This design comes from an exercise in tuning for small area, a short achievable clock period and few clock cycles per item on the open sky130 flow, not from production work. RTL that was checked went through simulation tests only; none was proved equivalent to the original. Power is estimated from default activity; no workload was simulated.

==> inputs of job 7271 <==
==> flow/design.v (excerpt) <==
module snake_body_engine #(
   parameter int MAX_LEN  = 128,
   parameter int X_W      = 8,
   parameter int Y_W      = 7,
   parameter int GRID_W   = 160,
   parameter int GRID_H   = 120,
   parameter int INIT_LEN = 10,
   parameter int INIT_X   = 80,
   parameter int INIT_Y   = 60,
   localparam int LW      = $clog2(MAX_LEN + 1)
) (
   input  logic           clock,
   input  logic           resetn,
   input  logic           step,
   input  logic           dir_valid,
   input  logic [1:0]     dir_in,
   input  logic           grow_valid,
   input  logic [3:0]     grow_amt,
   input  logic [LW-1:0]  rd_idx,
   output logic [X_W-1:0] rd_x,
   output logic [Y_W-1:0] rd_y,
   output logic           rd_valid,
   output logic [X_W-1:0] head_x,
   output logic [Y_W-1:0] head_y,
   output logic [LW-1:0]  length,
   output logic           busy,
   output logic           step_done,
   output logic           endgame
);
==> module snake_body_engine, before the edit <==
module snake_body_engine #(
   parameter int MAX_LEN  = 128,
   parameter int X_W      = 8,
   parameter int Y_W      = 7,
   parameter int GRID_W   = 160,
   parameter int GRID_H   = 120,
   parameter int INIT_LEN = 10,
   parameter int INIT_X   = 80,
   parameter int INIT_Y   = 60,
   localparam int LW      = $clog2(MAX_LEN + 1)
) (
   input  logic           clock,
   input  logic           resetn,
   input  logic           step,
   input  logic           dir_valid,
   input  logic [1:0]     dir_in,
   input  logic           grow_valid,
   input  logic [3:0]     grow_amt,
   input  logic [LW-1:0]  rd_idx,
   output logic [X_W-1:0] rd_x,
   output logic [Y_W-1:0] rd_y,
   output logic           rd_valid,
   output logic [X_W-1:0] head_x,
   output logic [Y_W-1:0] head_y,
   output logic [LW-1:0]  length,
   output logic           busy,
   output logic           step_done,
   output logic           endgame
);
   localparam int IW = $clog2(MAX_LEN);
   localparam logic [X_W-1:0] XM = X_W'(GRID_W - 1);
   localparam logic [Y_W-1:0] YM = Y_W'(GRID_H - 1);
   localparam int NC = (MAX_LEN - 1) / 2;   
   logic [X_W-1:0] seg_x [MAX_LEN];
   logic [Y_W-1:0] seg_y [MAX_LEN];
   logic [1:0] dir, dir_pend;
   logic [7:0] pending, sat;
   logic [8:0] sum;
   logic [X_W-1:0] nx, hx_n;       
   logic [Y_W-1:0] ny, hy_n;
   logic [1:0] dp_n;
   logic off, full, grows, hit, dead, acc, move, eq;
   logic [NC-1:0] cmp;
   assign head_x = seg_x[0];
   assign head_y = seg_y[0];
   assign busy = 1'b0;
   assign endgame = dead;
   always_comb begin
      sum = {1'b0, pending} + {5'b0, grow_valid ? grow_amt : 4'd0};
      sat = sum[8] ? 8'hff : sum[7:0];
      full = length == LW'(MAX_LEN);
      grows = !full && sat != 8'd0;
      cmp[0] = dir_pend == ~dir;
      for (int c = 1; c < NC; c++) begin
         eq = 1'b1;
         for (int b = 0; b < X_W; b++)
            if ((1 << b) < 2*c+3 && seg_x[2*c+1][b] != nx[b]) eq = 1'b0;
         for (int b = 1; b < Y_W; b++)
            if ((1 << b) < 2*c+3 && seg_y[2*c+1][b] != ny[b]) eq = 1'b0;
         cmp[c] = eq && (length > LW'(2*c+2) || (grows && length == LW'(2*c+2)));
      end
      hit = |cmp;
      acc = step && !dead;
      move = acc && !off;
      hx_n = move ? nx : seg_x[0];
      hy_n = move ? ny : seg_y[0];
      dp_n = !dead && dir_valid && dir_in != ~dir ? dir_in : dir_pend;
      rd_valid = rd_idx < length;
      rd_x = seg_x[rd_idx[IW-1:0]];
      rd_y = seg_y[rd_idx[IW-1:0]];
   end
   always_ff @(posedge clock) begin
      if (!resetn || move) begin
         seg_x[0] <= !resetn ? X_W'(INIT_X) : nx;
         seg_y[0] <= !resetn ? Y_W'(INIT_Y) : ny;
         for (int i = 1; i < MAX_LEN; i++) begin
            seg_x[i] <= !resetn && i < INIT_LEN ? X_W'(INIT_X - i) : seg_x[i-1];
            seg_y[i] <= !resetn && i < INIT_LEN ? Y_W'(INIT_Y) : seg_y[i-1];
         end
      end
   end
   always_ff @(posedge clock) begin
      if (!resetn) begin
         dir <= 2'b01;
         dir_pend <= 2'b01;
         nx <= X_W'(INIT_X + 1);
         ny <= Y_W'(INIT_Y);
         off <= 1'b0;
         length <= LW'(INIT_LEN);
         pending <= '0;
         step_done <= 1'b0;
         dead <= 1'b0;
      end else begin
         step_done <= move && !hit;
         if (!dead) begin
            nx <= dp_n == 2'b01 ? hx_n + X_W'(1) : dp_n == 2'b10 ? hx_n - X_W'(1) : hx_n;
            ny <= dp_n == 2'b11 ? hy_n + Y_W'(1) : dp_n == 2'b00 ? hy_n - Y_W'(1) : hy_n;
            off <= (dp_n == 2'b00 && hy_n == '0) || (dp_n == 2'b01 && hx_n == XM) ||
                   (dp_n == 2'b10 && hx_n == '0) || (dp_n == 2'b11 && hy_n == YM);
         end
         if (!dead) begin
            dir_pend <= dp_n;
            pending <= sat;
         end
         if (acc) begin
            dir <= dir_pend;
            if (off) dead <= 1'b1;
            else begin
               length <= length + (grows ? LW'(1) : '0);
               pending <= full ? '0 : grows ? sat - 8'd1 : sat;
               if (hit) dead <= 1'b1;
            end
         end
      end
   end
endmodule
Settings: LEC_CHECK=0, ABC_AREA=1, CAP_MARGIN=40, CORE_MARGIN=2, CORE_UTILIZATION=45, SETUP_SLACK_MARGIN=4, SLEW_MARGIN=40; clock period 10.0 ns.
standard.sh (not shown) runs the stock make flow with config.mk's settings and CLKGATE_MAP_FILE= SYNTH_SCRIPT=/design/flow/synth_recipe.tcl, a recipe that flattens the netlist after the stock synthesis.
==> flow/flow/run.sh <==
#!/bin/bash
set -e
W=$PWD
cat > $W/flow_synth.tcl <<T
proc abc {args} {
  set i [lsearch -exact \$args -script]
  if {\$i >= 0} { set args [lreplace \$args \$i [expr {\$i + 1}] -script $W/flow/abc_map.script] }
  yosys abc {*}\$args
}
source $W/synth_recipe.tcl
T
export CTS_ARGS="-sink_clustering_enable -repair_clock_nets -dont_use_dummy_load -sink_clustering_size 25 -sink_clustering_max_diameter 60"
bash standard.sh SYNTH_SCRIPT=$W/flow_synth.tcl MATCH_CELL_FOOTPRINT=0 finish > standard.log 2>&1
==> flow/flow/abc_map.script <==
strash
&get -n
&fraig -x
&put
scorr
dc2
dretime
strash
&get -n
&dch -f
&nf
&put
==> job 531 (differences from job 7271) <==
--- a/flow/design.v
+++ b/flow/design.v
@@ -39,7 +39,7 @@
    logic [X_W-1:0] nx, hx_n;       
    logic [Y_W-1:0] ny, hy_n;
    logic [1:0] dp_n;
-   logic off, full, grows, hit, dead, acc, move, eq;
+   logic off, full, grows, hit, dead, acc, move;
    logic [NC-1:0] cmp;
    assign head_x = seg_x[0];
    assign head_y = seg_y[0];
@@ -51,14 +51,10 @@
       full = length == LW'(MAX_LEN);
       grows = !full && sat != 8'd0;
       cmp[0] = dir_pend == ~dir;
-      for (int c = 1; c < NC; c++) begin
-         eq = 1'b1;
-         for (int b = 0; b < X_W; b++)
-            if ((1 << b) < 2*c+3 && seg_x[2*c+1][b] != nx[b]) eq = 1'b0;
-         for (int b = 1; b < Y_W; b++)
-            if ((1 << b) < 2*c+3 && seg_y[2*c+1][b] != ny[b]) eq = 1'b0;
-         cmp[c] = eq && (length > LW'(2*c+2) || (grows && length == LW'(2*c+2)));
-      end
+      for (int c = 1; c < NC; c++)
+         cmp[c] = &(~(seg_x[2*c+1] ^ nx) | ~X_W'((1 << $clog2(2*c+3)) - 1)) &&
+                  &(~(seg_y[2*c+1] ^ ny) | ~Y_W'((1 << $clog2(2*c+3)) - 2)) &&
+                  (length > LW'(2*c+2) || (grows && length == LW'(2*c+2)));
       hit = |cmp;
       acc = step && !dead;
       move = acc && !off;
==> flow/flow/run.sh (replaced) <==
#!/bin/bash
export BUFFER_PORTS_ARGS="-buffer_cell sky130_fd_sc_hd__buf_4"
export CTS_ARGS="-sink_clustering_enable -repair_clock_nets -dont_use_dummy_load"
bash standard.sh > standard.log 2>&1
removed: flow/flow/abc_map.script
==> job 9785 (differences from job 7271) <==
--- a/flow/design.v
+++ b/flow/design.v
@@ -39,7 +39,7 @@
    logic [X_W-1:0] nx, hx_n;       
    logic [Y_W-1:0] ny, hy_n;
    logic [1:0] dp_n;
-   logic off, full, grows, hit, dead, acc, move, eq;
+   logic off, full, grows, hit, dead, acc, move;
    logic [NC-1:0] cmp;
    assign head_x = seg_x[0];
    assign head_y = seg_y[0];
@@ -51,14 +51,9 @@
       full = length == LW'(MAX_LEN);
       grows = !full && sat != 8'd0;
       cmp[0] = dir_pend == ~dir;
-      for (int c = 1; c < NC; c++) begin
-         eq = 1'b1;
-         for (int b = 0; b < X_W; b++)
-            if ((1 << b) < 2*c+3 && seg_x[2*c+1][b] != nx[b]) eq = 1'b0;
-         for (int b = 1; b < Y_W; b++)
-            if ((1 << b) < 2*c+3 && seg_y[2*c+1][b] != ny[b]) eq = 1'b0;
-         cmp[c] = eq && (length > LW'(2*c+2) || (grows && length == LW'(2*c+2)));
-      end
+      for (int c = 1; c < NC; c++)
+         cmp[c] = seg_x[2*c+1] == nx && seg_y[2*c+1] == ny &&
+                  (length > LW'(2*c+2) || (grows && length == LW'(2*c+2)));
       hit = |cmp;
       acc = step && !dead;
       move = acc && !off;
==> flow/run.sh (new file) <==
#!/bin/bash
# synth_recipe.tcl (not shown) runs the flow's synth.tcl, then flattens the netlist and writes it again
# the make line also repeats each setting of config.mk as NAME=value (left out here)
make -C /OpenROAD-flow-scripts/flow DESIGN_CONFIG=/design/flow/config.mk WORK_HOME=/design/flow/orfs CLKGATE_MAP_FILE= SYNTH_SCRIPT=/design/flow/synth_recipe.tcl finish
removed: flow/flow/run.sh
removed: flow/flow/abc_map.script
removed: flow/standard.sh
==> comparison <==
- The lowest cell count belongs to job 7271, the highest to job 9785.
- Cell area: job 9785 > job 7271 > job 531.
- Between job 9785 and job 7271, the lower utilization is in job 7271 (gap 0.26 points).
- The lowest wire length belongs to job 531, the highest to job 9785.
- Sequential power: job 9785 < job 531 < job 7271.
- In critical path depth, job 7271 and job 531 do not differ.
- Synthesized cell count: job 9785 > job 531 > job 7271.
==> figures <==
Status: job 9785 no timing/DRC/antenna violations; job 531 no timing/DRC/antenna violations; job 7271 no timing/DRC/antenna violations
Number of buffers and inverters on the critical path: job 9785 7; job 531 6; job 7271 7
Max Fanout on Critical Path: job 9785 5; job 531 12; job 7271 8
Met2 wire len: job 9785 194900 µm; job 531 127400 µm; job 7271 170200 µm
Power density over the cells: job 9785 219.9 nW/µm²; job 531 257.7 nW/µm²; job 7271 284.8 nW/µm²
First-pass iteration count of the detailed router: job 9785 6; job 531 6; job 7271 14
Power consumed by sequential cells: job 9785 12.1 mW; job 531 14.7 mW; job 7271 16.1 mW
Well Taps: job 9785 2640; job 531 2340; job 7271 2325
Global Route Usage Sum: job 9785 46.23%; job 531 32.49%; job 7271 46.62%
Vertical die dimension: job 9785 448.3 µm; job 531 426.1 µm; job 7271 423.1 µm
Worst setup path end: job 9785 rd_y[4]; job 531 rd_x[7]; job 7271 rd_y[4]
Count of antenna diodes in the layout: job 9785 41; job 531 3; job 7271 28
Area post-placement: job 9785 94370 µm²; job 531 84210 µm²; job 7271 86620 µm²
Power of the clock network: job 9785 7.80 mW; job 531 6.49 mW; job 7271 5.35 mW
Clock buffers created by TritonCTS: job 9785 209; job 531 203; job 7271 145
Core outline area: job 9785 196800 µm²; job 531 176500 µm²; job 7271 174200 µm²
Testbench counts of job 7271, summed over its fixed seeds: cycles 3,212, steps 3,200.
No functional check of the RTL was part of job 531 and job 9785.

## port drivers added, routing unchanged
In the flow no input, the clock included, has a driving cell. The finished layouts below were timed again as built, in two steps.
Step 1 assumes that a clkbuf_16 drives the clock port and a buf_2 every other input.
Step 2 also shifts input and output timing later by t, the mid clock arrival at the registers, as if the neighbouring blocks saw the same clock.
Slacks: no drivers / after step 1 / after step 2; pairs: no drivers / after step 1.
run | t, ns | setup slack, ns | worst register clock-pin slew, ns | cell pins on the clock port's net
job 7271 | 0.929 | 2.456 / 2.385 / 2.385 | 0.10 / 0.10 | 1
job 531 | 0.899 | 2.962 / 2.893 / 2.893 | 0.07 / 0.07 | 1
job 9785 | 0.967 | 2.592 / 2.544 / 2.544 | 0.07 / 0.07 | 1
After both steps every run listed still meets setup and hold. For job 7271, which loses most, drivers alone change the setup slack by -0.071 ns; drivers and shift together by -0.071 ns.
